This design comes from an exercise in tuning for small area and a short achievable clock period on the open sky130 flow, not from production work.
Function was checked by simulation only, so behaviour that the tests miss may differ from the original.
No activity file was given, so power comes from the tool's default toggle rates.

==> design.v <==
package bp_pkg;
  localparam int XLEN     = 32;
  localparam int IDX_BITS = 6;
  localparam int TAG_W    = XLEN - IDX_BITS - 2;
  localparam logic [1:0] CTR_SNT = 2'b00;
  localparam logic [1:0] CTR_WNT = 2'b01;
  localparam logic [1:0] CTR_WT  = 2'b10;
  localparam logic [1:0] CTR_ST  = 2'b11;
  typedef struct packed {
    logic             valid;
    logic [TAG_W-1:0] tag;
    logic [XLEN-1:0]  target;
    logic [1:0]       ctr;
  } btb_entry_t;
  function automatic [IDX_BITS-1:0] bp_index(input [XLEN-1:0] pc);
    bp_index = pc[IDX_BITS+1:2];
  endfunction
  function automatic [TAG_W-1:0] bp_tag(input [XLEN-1:0] pc);
    bp_tag = pc[XLEN-1:IDX_BITS+2];
  endfunction
endpackage
module sat_ctr2
(
  input  logic [1:0] ctr,
  input  logic       taken,
  output logic [1:0] ctr_next
);
  always_comb begin
    ctr_next = ctr;
    if (taken) begin
      if (ctr != bp_pkg::CTR_ST) ctr_next = ctr + 2'd1;
    end else begin
      if (ctr != bp_pkg::CTR_SNT) ctr_next = ctr - 2'd1;
    end
  end
endmodule
module branch_predictor
#(
  parameter int XLEN     = bp_pkg::XLEN,
  parameter int IDX_BITS = bp_pkg::IDX_BITS
)
(
  input  logic                clk,
  input  logic                rst,
  input  logic                f_valid,
  input  logic [XLEN-1:0]     f_pc,
  output logic                p_valid,
  output logic                p_taken,
  output logic [XLEN-1:0]     p_target,
  input  logic                r_valid,
  input  logic                r_is_branch,
  input  logic [XLEN-1:0]     r_pc,
  input  logic                r_taken,
  input  logic [XLEN-1:0]     r_target,
  input  logic                r_pred_taken,
  input  logic [XLEN-1:0]     r_pred_target,
  output logic                mispredict,
  output logic [XLEN-1:0]     redirect_pc
  ,
  output logic [31:0]         stat_branches,
  output logic [31:0]         stat_mispredicts
);
  localparam int ENTRIES = 1 << IDX_BITS;
  localparam int TAG_W   = bp_pkg::TAG_W;
  localparam int EW      = TAG_W + XLEN;      
  logic [ENTRIES-1:0] valid_q;
  logic [1:0]         ctr_q   [ENTRIES];
  logic [TAG_W-1:0]   tag_q   [ENTRIES];
  logic [XLEN-1:0]    tgt_q   [ENTRIES];
  logic [IDX_BITS-1:0] f_idx, r_idx;
  logic [TAG_W-1:0]    f_tag, r_tag;
  logic [ENTRIES-1:0]  f_sel, r_sel;
  assign f_idx = bp_pkg::bp_index(f_pc);
  assign r_idx = bp_pkg::bp_index(r_pc);
  assign f_tag = bp_pkg::bp_tag(f_pc);
  assign r_tag = bp_pkg::bp_tag(r_pc);
  logic [ENTRIES-1:0]  f_sel_d;
  bp_dec #(.N(IDX_BITS)) u_fdec (.idx(f_idx), .sel(f_sel));
  bp_dec #(.N(IDX_BITS)) u_fdec_d (.idx(f_idx), .sel(f_sel_d));
  logic [ENTRIES-1:0]  r_sel_w;
  bp_dec #(.N(IDX_BITS)) u_rdec (.idx(r_idx), .sel(r_sel));
  bp_dec #(.N(IDX_BITS)) u_rdec_w (.idx(r_idx), .sel(r_sel_w));
  logic [ENTRIES-1:0]      e_hit;
  logic [ENTRIES*XLEN-1:0] f_rows_d;
  logic                    fe_hit_n;
  logic [XLEN-1:0]         fe_tgt, fe_tgt_n;
  for (genvar i = 0; i < ENTRIES; i++) begin : g_cam
    bp_cam u (.tag(tag_q[i]), .ftag(f_tag), .v(valid_q[i]), .c1(ctr_q[i][1]), .hit(e_hit[i]));
  end
  always_comb
    for (int i = 0; i < ENTRIES; i++)
      f_rows_d[i*XLEN +: XLEN] = tgt_q[i];
  bp_rd #(.W(1))    u_frd   (.sel(f_sel),   .rows(e_hit),    .qn(fe_hit_n));
  bp_rd #(.W(XLEN)) u_frd_d (.sel(f_sel_d), .rows(f_rows_d), .qn(fe_tgt_n));
  assign fe_tgt = ~fe_tgt_n;
  localparam int RW = 3 + TAG_W;
  logic [ENTRIES*RW-1:0] r_rows;
  logic [RW-1:0]         r_out, r_out_n;
  logic                  re_valid;
  logic [1:0]            re_ctr;
  always_comb
    for (int i = 0; i < ENTRIES; i++)
      r_rows[i*RW +: RW] = {valid_q[i], ctr_q[i], tag_q[i]};
  bp_rd #(.W(RW)) u_rrd (.sel(r_sel), .rows(r_rows), .qn(r_out_n));
  assign r_out = ~r_out_n;
  assign re_valid = r_out[RW-1];
  assign re_ctr   = r_out[RW-2 -: 2];
  logic                pq_upd, pq_taken, pq_hit;
  logic [IDX_BITS-1:0] pq_idx;
  logic [1:0]          pq_ctr, pq_sat, pq_ctr_new;
  logic                pq_wr;
  logic [ENTRIES-1:0]  pq_sel;
  logic                rq_valid;
  logic [TAG_W-1:0]    rq_tag_n, rq_rtag;
  logic [2:0]          rq_w;
  bp_match u_rm (.an(rq_tag_n), .b(rq_rtag), .v0(rq_valid), .v1(1'b1), .v2(1'b1), .w(rq_w));
  assign pq_hit = &rq_w;
  sat_ctr2 u_ctr (
    .ctr      (pq_ctr),
    .taken    (pq_taken),
    .ctr_next (pq_sat)
  );
  assign pq_wr      = pq_upd && (pq_hit || pq_taken);
  assign pq_ctr_new = pq_hit ? pq_sat : bp_pkg::CTR_WT;
  bp_dec #(.N(IDX_BITS)) u_pdec (.idx(pq_idx), .sel(pq_sel));
  logic       f_byp, r_byp, f_taken, upd, wr_all;
  logic [1:0] r_ctr;
  assign f_byp   = pq_wr && (f_idx == pq_idx);
  assign r_byp   = pq_wr && (r_idx == pq_idx);
  assign r_ctr   = r_byp ? pq_ctr_new : re_ctr;
  localparam int NTK = 8;
  logic         f_bhit;
  logic [NTK:0] f_tk;
  assign f_bhit = (f_tag == rq_rtag) && pq_ctr_new[1];
  for (genvar k = 0; k <= NTK; k++) begin : g_ftk
    bp_tk u (.v(f_valid), .byp(f_byp), .bhit(f_bhit), .hit_n(fe_hit_n), .tk(f_tk[k]));
  end
  assign f_taken = f_tk[0];
  assign upd    = r_valid && r_is_branch;
  assign wr_all = upd && r_taken;            
  logic [ENTRIES-1:0] e_en, e_en_n, c_en, c_en_n;
  bp_wen #(.N(ENTRIES)) u_ewen (.sel(r_sel_w),  .wr(wr_all), .en(e_en), .en_n(e_en_n));
  bp_wen #(.N(ENTRIES)) u_cwen (.sel(pq_sel), .wr(pq_wr),  .en(c_en), .en_n(c_en_n));
  logic [EW-1:0] e_nxt [ENTRIES];
  logic [1:0]    c_nxt [ENTRIES];
  for (genvar i = 0; i < ENTRIES; i++) begin : g_row
    bp_upd #(.W(EW)) u_e (.en(e_en[i]), .en_n(e_en_n[i]), .d({r_tag, r_target}),
                          .q({tag_q[i], tgt_q[i]}), .nxt(e_nxt[i]));
    bp_upd #(.W(2))  u_c (.en(c_en[i]), .en_n(c_en_n[i]), .d(pq_ctr_new),
                          .q(ctr_q[i]), .nxt(c_nxt[i]));
  end
  always_ff @(posedge clk or posedge rst) begin
    if (rst) begin
      valid_q <= '0;
      pq_upd  <= 1'b0;
    end else begin
      valid_q <= valid_q | e_en;
      pq_upd  <= upd;
    end
  end
  always_ff @(posedge clk) begin
    pq_taken <= r_taken;
    rq_valid <= re_valid;
    rq_tag_n <= r_out_n[TAG_W-1:0];
    rq_rtag  <= r_tag;
    pq_idx   <= r_idx;
    pq_ctr   <= r_ctr;
    for (int i = 0; i < ENTRIES; i++) begin
      {tag_q[i], tgt_q[i]} <= e_nxt[i];
      ctr_q[i]             <= c_nxt[i];
    end
  end
  logic            mp_d;
  logic [XLEN-1:0] redir_d;
  always_comb begin
    mp_d    = 1'b0;
    redir_d = r_pc + {{(XLEN-3){1'b0}}, 3'd4};
    if (r_valid) begin
      if (r_is_branch) begin
        mp_d = (r_taken != r_pred_taken) ||
               (r_taken && r_pred_taken && (r_target != r_pred_target));
        if (r_taken) redir_d = r_target;
      end else begin
        mp_d = r_pred_taken;
      end
    end
  end
  logic [XLEN-1:0] p_target_d;
  for (genvar k = 0; k < NTK; k++) begin : g_ptgt
    assign p_target_d[k*XLEN/NTK +: XLEN/NTK] = fe_tgt[k*XLEN/NTK +: XLEN/NTK] & {(XLEN/NTK){f_tk[k+1]}};
  end
  always_ff @(posedge clk or posedge rst) begin
    if (rst) begin
      p_valid     <= 1'b0;
      p_taken     <= 1'b0;
      p_target    <= '0;
      mispredict  <= 1'b0;
      redirect_pc <= '0;
    end else begin
      p_valid     <= f_valid;
      p_taken     <= f_taken;
      p_target    <= p_target_d;
      mispredict  <= mp_d;
      redirect_pc <= mp_d ? redir_d : '0;
    end
  end
  always_ff @(posedge clk or posedge rst) begin
    if (rst) begin
      stat_branches    <= '0;
      stat_mispredicts <= '0;
    end else begin
      if (upd && (stat_branches != 32'hFFFF_FFFF))
        stat_branches <= stat_branches + 32'd1;
      if (mp_d && (stat_mispredicts != 32'hFFFF_FFFF))
        stat_mispredicts <= stat_mispredicts + 32'd1;
    end
  end
endmodule
module bp_dec
#(
  parameter int N = 6
)
(
  input  logic [N-1:0]      idx,
  output logic [(1<<N)-1:0] sel
);
  always_comb
    for (int i = 0; i < (1 << N); i++)
      sel[i] = (idx == i[N-1:0]);
endmodule
module bp_wen
#(
  parameter int N = 64
)
(
  input  logic [N-1:0] sel,
  input  logic         wr,
  output logic [N-1:0] en,
  output logic [N-1:0] en_n
);
  assign en   = sel & {N{wr}};
  assign en_n = ~en;
endmodule
module bp_upd
#(
  parameter int W = 8
)
(
  input  logic         en,
  input  logic         en_n,
  input  logic [W-1:0] d,
  input  logic [W-1:0] q,
  output logic [W-1:0] nxt
);
  assign nxt = (d & {W{en}}) | (q & {W{en_n}});
endmodule
module bp_aoi22 (input logic a, b, c, d, output logic z);
  assign z = ~((a & b) | (c & d));
endmodule
module bp_or8 (input logic [7:0] s, input logic [7:0] d, output logic z);
  assign z = |(s & d);
endmodule
module bp_nand4 (input logic a, b, c, d, output logic z);
  assign z = ~(a & b & c & d);
endmodule
module bp_cam
(
  input  logic [23:0] tag,
  input  logic [23:0] ftag,
  input  logic        v, c1,
  output logic        hit
);
  logic [23:0] x;
  logic [5:0]  y;
  logic [1:0]  w;
  for (genvar i = 0; i < 24; i++) begin : g_x
    bp_xnor2 u (.a(tag[i]), .b(ftag[i]), .z(x[i]));
  end
  for (genvar i = 0; i < 6; i++) begin : g_y
    bp_nand4 u (.a(x[4*i]), .b(x[4*i+1]), .c(x[4*i+2]), .d(x[4*i+3]), .z(y[i]));
  end
  for (genvar i = 0; i < 2; i++) begin : g_w
    bp_nor3 u (.a(y[3*i]), .b(y[3*i+1]), .c(y[3*i+2]), .z(w[i]));
  end
  bp_and4 u_h (.a(w[0]), .b(w[1]), .c(v), .d(c1), .z(hit));
endmodule
module bp_tk (input logic v, byp, bhit, hit_n, output logic tk);
  assign tk = v & (byp ? bhit : ~hit_n);
endmodule
module bp_and4 (input logic a, b, c, d, output logic z);
  assign z = a & b & c & d;
endmodule
module bp_xnor2 (input logic a, b, output logic z);
  assign z = ~(a ^ b);
endmodule
module bp_and3 (input logic a, b, c, output logic z);
  assign z = a & b & c;
endmodule
module bp_nand3 (input logic a, b, c, output logic z);
  assign z = ~(a & b & c);
endmodule
module bp_nand2 (input logic a, b, output logic z);
  assign z = ~(a & b);
endmodule
module bp_nor3 (input logic a, b, c, output logic z);
  assign z = ~(a | b | c);
endmodule
module bp_nor2 (input logic a, b, output logic z);
  assign z = ~(a | b);
endmodule
module bp_xor2 (input logic a, b, output logic z);
  assign z = a ^ b;
endmodule
module bp_rd
#(
  parameter int W = 8
)
(
  input  logic [63:0]   sel,
  input  logic [64*W-1:0] rows,
  output logic [W-1:0]  qn
);
  for (genvar b = 0; b < W; b++) begin : g_bit
    logic [7:0]  z2;
    logic [3:0]  z3;
    logic [1:0]  z4;
    for (genvar g = 0; g < 8; g++) begin : g_l2
      bp_or8 u (.s(sel[8*g +: 8]),
                .d({rows[(8*g+7)*W + b], rows[(8*g+6)*W + b], rows[(8*g+5)*W + b], rows[(8*g+4)*W + b],
                    rows[(8*g+3)*W + b], rows[(8*g+2)*W + b], rows[(8*g+1)*W + b], rows[(8*g)*W + b]}),
                .z(z2[g]));
    end
    for (genvar g = 0; g < 4; g++) begin : g_l3
      bp_nor2 u (.a(z2[2*g]), .b(z2[2*g+1]), .z(z3[g]));
    end
    for (genvar g = 0; g < 2; g++) begin : g_l4
      bp_nand2 u (.a(z3[2*g]), .b(z3[2*g+1]), .z(z4[g]));
    end
    bp_nor2 u_l5 (.a(z4[0]), .b(z4[1]), .z(qn[b]));
  end
endmodule
module bp_match
(
  input  logic [23:0] an,
  input  logic [23:0] b,
  input  logic        v0, v1, v2,
  output logic [2:0]  w
);
  logic [23:0] x;
  logic [8:0]  y;
  for (genvar i = 0; i < 24; i++) begin : g_x
    bp_xor2 u (.a(an[i]), .b(b[i]), .z(x[i]));
  end
  for (genvar i = 0; i < 8; i++) begin : g_y
    bp_nand3 u (.a(x[3*i]), .b(x[3*i+1]), .c(x[3*i+2]), .z(y[i]));
  end
  bp_nand3 u_v (.a(v0), .b(v1), .c(v2), .z(y[8]));
  for (genvar i = 0; i < 3; i++) begin : g_w
    bp_nor3 u (.a(y[3*i]), .b(y[3*i+1]), .c(y[3*i+2]), .z(w[i]));
  end
endmodule
==> run.sh <==
#!/bin/bash
# synth_recipe.tcl (not shown) runs the flow's synth.tcl, then flattens the netlist and writes it again
# the make line also repeats each setting of config.mk as NAME=value (left out here)
make -C /OpenROAD-flow-scripts/flow DESIGN_CONFIG=/design/flow/config.mk WORK_HOME=/design/flow/orfs CLKGATE_MAP_FILE= SYNTH_SCRIPT=/design/flow/synth_recipe.tcl finish
==> config.mk <==
export PLATFORM = sky130hd
export DESIGN_NAME = branch_predictor
export DESIGN_NICKNAME = branch_predictor
export VERILOG_FILES = /design/flow/design.v
export SDC_FILE = /design/flow/constraint.sdc
export NUM_CORES = 4
export LEC_CHECK = 0
export CAP_MARGIN = 20
export CORE_MARGIN = 2
export CORE_UTILIZATION = 50
export CTS_CLUSTER_DIAMETER = 80
export CTS_CLUSTER_SIZE = 24
export SETUP_SLACK_MARGIN = 2.9
export SLEW_MARGIN = 20
export SYNTH_HIERARCHICAL = 1
==> constraint.sdc <==
create_clock -name core_clock -period 5.2 [get_ports {clk}]
set_input_delay 1.0400 -clock core_clock [delete_from_list [all_inputs] [get_ports {clk}]]
set_output_delay 1.0400 -clock core_clock [all_outputs]
set_load 0.01 [all_outputs]
==> impl_results.rst <==
.. list-table::
   :header-rows: 1

   * - Metric
     - Value
   * - Most area-consuming cells after synthesis
     - dfxtp_1 46%, a22o_1 20%, a22oi_1 8.7%, xnor2_1 8.4%, buf_6 4.4%
   * - Unrepaired setup endpoints after global routing
     - yes
   * - Number of top-level design ports
     - 266
   * - Max VDD drop
     - 0.287 mV
   * - Cell area after technology mapping
     - 166,000 um2
   * - Most common cell after layout, fill and taps aside
     - dfxtp_1
   * - Final instance area
     - 193,000 um2
   * - Post-synth top area cell
     - dfxtp_1
   * - Hpwl dp
     - 432,000 um
   * - CORE AREA
     - 330,000 um2
   * - Routed Antenna Nets
     - 0
   * - Async S/R FF share, synth
     - a little under 5%
   * - DRC violations left
     - 0
   * - Filler Cells Inserted
     - about 27,000
   * - Total of max-cap violations
     - 0
   * - Area Overhead vs Synth
     - 16.7%
   * - Leakage component of the power
     - 71.1 nW
   * - Utilization after layout
     - 58.6%
   * - Clock tree buffer depth
     - 4
   * - Number of detailed-routing iterations run before antenna repair
     - 9
   * - Buffers added on ports
     - 263
   * - Initial Util
     - 50.2%
   * - Unique cell type count in the Yosys netlist
     - 60
   * - Data arrival, critical path
     - 4.07 ns
   * - Via count of the routed design
     - between 100k and 150k
   * - Highest clock rate
     - 318 MHz
   * - Hold bufs inserted after CTS
     - 0
   * - Worst setup skew after layout
     - 0.0598 ns
   * - Fraction of final layout cells sized beyond drive strength 1
     - 17.6%
   * - Routed WL
     - 749,000 um
   * - Source-to-sink clock delay at the later pin of the worst-skew pair
     - 1.00 ns
   * - Normalized max-slew margin
     - 23.6%
   * - Global-route wire length before repair
     - 1,030,000 um
   * - Time the final worst path needs with I/O delays and setup
     - between 3 and 4 ns
   * - Startpoint of the most critical hold path
     - r_pc[3]
   * - Floorplan die area
     - 336,000 um2
   * - Category of the most critical setup path
     - primary input to flop
   * - Global Route Usage Sum
     - a little over two fifths
   * - Final Hold Slack
     - about 0.29 ns
   * - Tightest Pin Transition
     - 1.14 ns
   * - Number of rows created at floorplan
     - 211
   * - Count of clock tree sinks
     - roughly 4,000
   * - Count of synthesis-stage warnings from yosys
     - 17
   * - Number of antenna violations at the first check in global routing
     - 30
   * - Seq/Total Area, Yosys
     - 48.5%
   * - Crit-path cells
     - buf_12 -> buf_16 -> buf_4 -> xnor2_1 -> nand4_1 -> nor3_4 -> and4_1 -> a22oi_1 -> nand4_1 -> nor2_1 -> nand2_2 -> nor2_4 -> buf_12 -> or2_4 -> a21boi_4 -> nor2b_4
   * - Share of Yosys cell area claimed by the top area cell type
     - 45.6%
   * - Total placed instance area
     - approximately 170,000 um2
   * - Total number of H-tree levels
     - 4
   * - Worst R2R Start
     - tag_q[19][8]
   * - Die W
     - 580 um
   * - Hold violation total from the final report
     - 0
   * - Number of enable flip-flop cells after synthesis
     - 0
   * - Height of the chip
     - 580 um
   * - Kind of launch point of the worst setup path
     - primary input
   * - Final count of negative-setup-slack endpoints
     - 0
   * - Number of storage elements in the synthesis netlist
     - ~4,000
   * - Most used cells in the layout excluding fill and tap cells
     - 3,767 x dfxtp_1, 3,712 x a22o_1, 1,796 x a22oi_1
   * - Ratio of total power to cell area
     - 302 nW/um2
   * - Primary FF master, synth
     - dfxtp_1
   * - Total clock buffers created by CTS
     - 204
   * - CP max FO
     - 9
   * - Storage element area
     - between 80,000 and 90,000 um2
   * - Run status
     - complete, no violations
   * - Mean routed wirelength per cell
     - ~37 um
   * - TritonCTS clock tree
     - done
   * - CP max stage cell
     - nor3_4
   * - Via-per-instance ratio
     - 7.25
   * - Net count reported at finish
     - roughly 16,000
   * - Clock Root Buffer
     - clkbuf_16
   * - Maximum number of pins on one net before global-route repair
     - 99
   * - CP required
     - 6.13 ns
   * - Synthesized area per cell
     - around 11 um2
   * - Fin Setup TNS
     - 0 ns
   * - Detailed Route Iter0 Violations
     - about 21,000
   * - Fin crit share
     - 60.4%
   * - Clock edge transition at the registers on the reported setup and hold paths
     - around 0.09 ns
   * - RD Place Congestion
     - roughly 1
   * - Start point of the critical path
     - f_pc[13]
   * - Number of global-route vias before repair
     - between 100k and 150k
   * - Category of the worst setup path capture point
     - flop
   * - Multi-input combinational cell area
     - 82,600 um2
   * - Maximum single-stage delay on the critical path
     - 0.35 ns
   * - Classification of the worst-slack hold path
     - primary input to flop
   * - GR Overflow Total
     - 0
   * - Gate count after technology mapping
     - 14,800
   * - Count of pins over their slew limit
     - 0
## report_power, final
part,total [mW],leakage [nW],internal [mW],switching [mW]
Clock,18.9,3.01,7.95,10.9
Sequential,33.2,33.2,32.0,1.21
Combinational,6.27,34.9,2.79,3.48
Total,58.3,71.1,42.7,15.6
## Yosys stat by module, one instance, submodules excluded, excerpt
module / cells / times used / flip-flops and latches
bp_nand2: 1 / 120 / 0
bp_or8: 5 / 480 / 0
bp_xnor2: 1 / 1536 / 0
bp_tk: 3 / 9 / 0
bp_nand3: 1 / 9 / 0
sat_ctr2: 3 / 1 / 0
bp_xor2: 1 / 24 / 0
bp_nor2: 1 / 300 / 0
bp_and4: 1 / 64 / 0
bp_nand4: 1 / 384 / 0
branch_predictor: 4563 / 1 / 3966
bp_nor3: 1 / 131 / 0
## critical path: cells and delay by family
family                 cells  cell delay [ns]
buffers and inverters      4             0.65
AO/OA/AOI/OAI              2             0.30
AND/OR/NAND/NOR            9             1.83
XOR/XNOR                   1             0.18
## flip-flops by register name (all words and copies together) (netlist names)
| signal | flops |
|---|---|
| pq_idx | 6 |
| mispredict | 1 |
| tag_q | 1536 |
| stat_mispredicts | 32 |
| rq_valid | 1 |
| pq_ctr | 2 |
| p_valid | 1 |
| p_target | 32 |
| redirect_pc | 32 |
| rq_rtag | 24 |
| rq_tag_n | 24 |
| tgt_q | 2048 |
| valid_q | 64 |
| p_taken | 1 |
| pq_taken | 1 |
| pq_upd | 1 |
| ctr_q | 128 |
| stat_branches | 32 |
## repair_timing
item | in CTS | in global routing
gates resized for setup | 1513 | 414
pin swaps | 311 | 259
gates cloned | 208 | 21
endpoints found under the setup margin | 4036 | 1555
buffers inserted | 439 | 140
## synthesized netlist by cell type (12+ instances only)
master,instances
nand2_1,311
buf_6,647
nand4b_1,21
xnor2_1,1593
and2_1,130
a22oi_1,1920
dfrtp_1,196
nor2b_1,34
nor3_1,18
a22o_1,3712
a211oi_1,23
nand4_1,893
or4b_1,20
clkbuf_1,59
nor2_1,685
nor4_1,19
and4_1,73
nand2b_1,14
or2_2,69
buf_2,145
nand3_1,49
clkbuf_2,12
nand4bb_1,30
inv_1,13
nor3_2,131
xor2_1,121
dfxtp_1,3770
## final timing paths
check,endpoint,slack (ns),cells past startpoint
max in group asynchronous,pq_upd,3.53,3
min in group asynchronous,p_taken,0.55,2
worst min register to register,tgt_q[29][18],0.47,1
worst max register to register,p_target[27],2.18,13
worst max-delay path,p_target[27],2.06,16
worst min-delay path,pq_idx[1],0.29,1
## layer usage
metal,routed length (um),global-route usage [%],up-vias
met1,282000,54.9,73394
met5,171,0.113,-
met3,107000,14.6,2157
met2,306000,60.3,11109
met4,53500,24.5,18
li1,-,-,59949
## area by class of cell
type / instances / share of cell area, %
Multi-Input combinational cell: 10098 / 42.8
Clock buffer: 249 / 2.84
Antenna cell: 17 / 0.0220
Inverter: 13 / 0.0466
Timing Repair Buffer: 1449 / 9.51
Sequential cell: 3966 / 41.6
Tap cell: 4366 / 2.83
Timing Repair inverter: 4 / 0.0330
Clock inverter: 63 / 0.359
## cells by family after synthesis
group | after synthesis | synth area share, %
flip-flops | 3966 | 48.5
AO/OA/AOI/OAI | 5686 | 28.6
AND/OR/NAND/NOR | 2540 | 8.68
buffers and inverters | 882 | 5.06
XOR/XNOR | 1714 | 9.06
other | 1 | 0.00226
multiplexers | 5 | 0.0363
adder cells (fa/ha/maj) | 6 | 0.0438
## stage by stage
step / power (mW) / instances / setup slack [ns]
2_1_floorplan: 36.2 / 14801 / 1.63
3_3_place_gp: 38.6 / 19088 / 0.468
3_5_place_dp: 38.8 / 19088 / 0.459
4_1_cts: 57.8 / 20047 / 2.34
5_1_grt: 59.7 / 20209 / 2.17
6_report: 58.3 / 20225 / 2.06

==> re-timing with driven ports <==
How much do the figures lean on ideal ports? The routed layout below was timed once more, with nothing changed but the port constraints.
Step 1, drivers: a clkbuf_16 drives clk and a buf_2 each remaining input, both assumed.
Step 2 moves the port delays by t, midway between the first and last clock arrival at a register: inputs arrive t later, outputs are due t later. That takes back most of the time a late clock gives input paths.
a / b / c = no drivers / after step 1 / after step 2; a / b = the first two.
t, ns: 1.079
setup slack, ns: 2.057 / 2.035 / 0.956
worst register clock-pin slew, ns: 0.11 / 0.11
worst slew at a driven data input, ns: 0.31
After both steps this run still meets setup and hold. For this run, drivers alone change the setup slack by -0.022 ns; drivers and shift together by -1.101 ns.
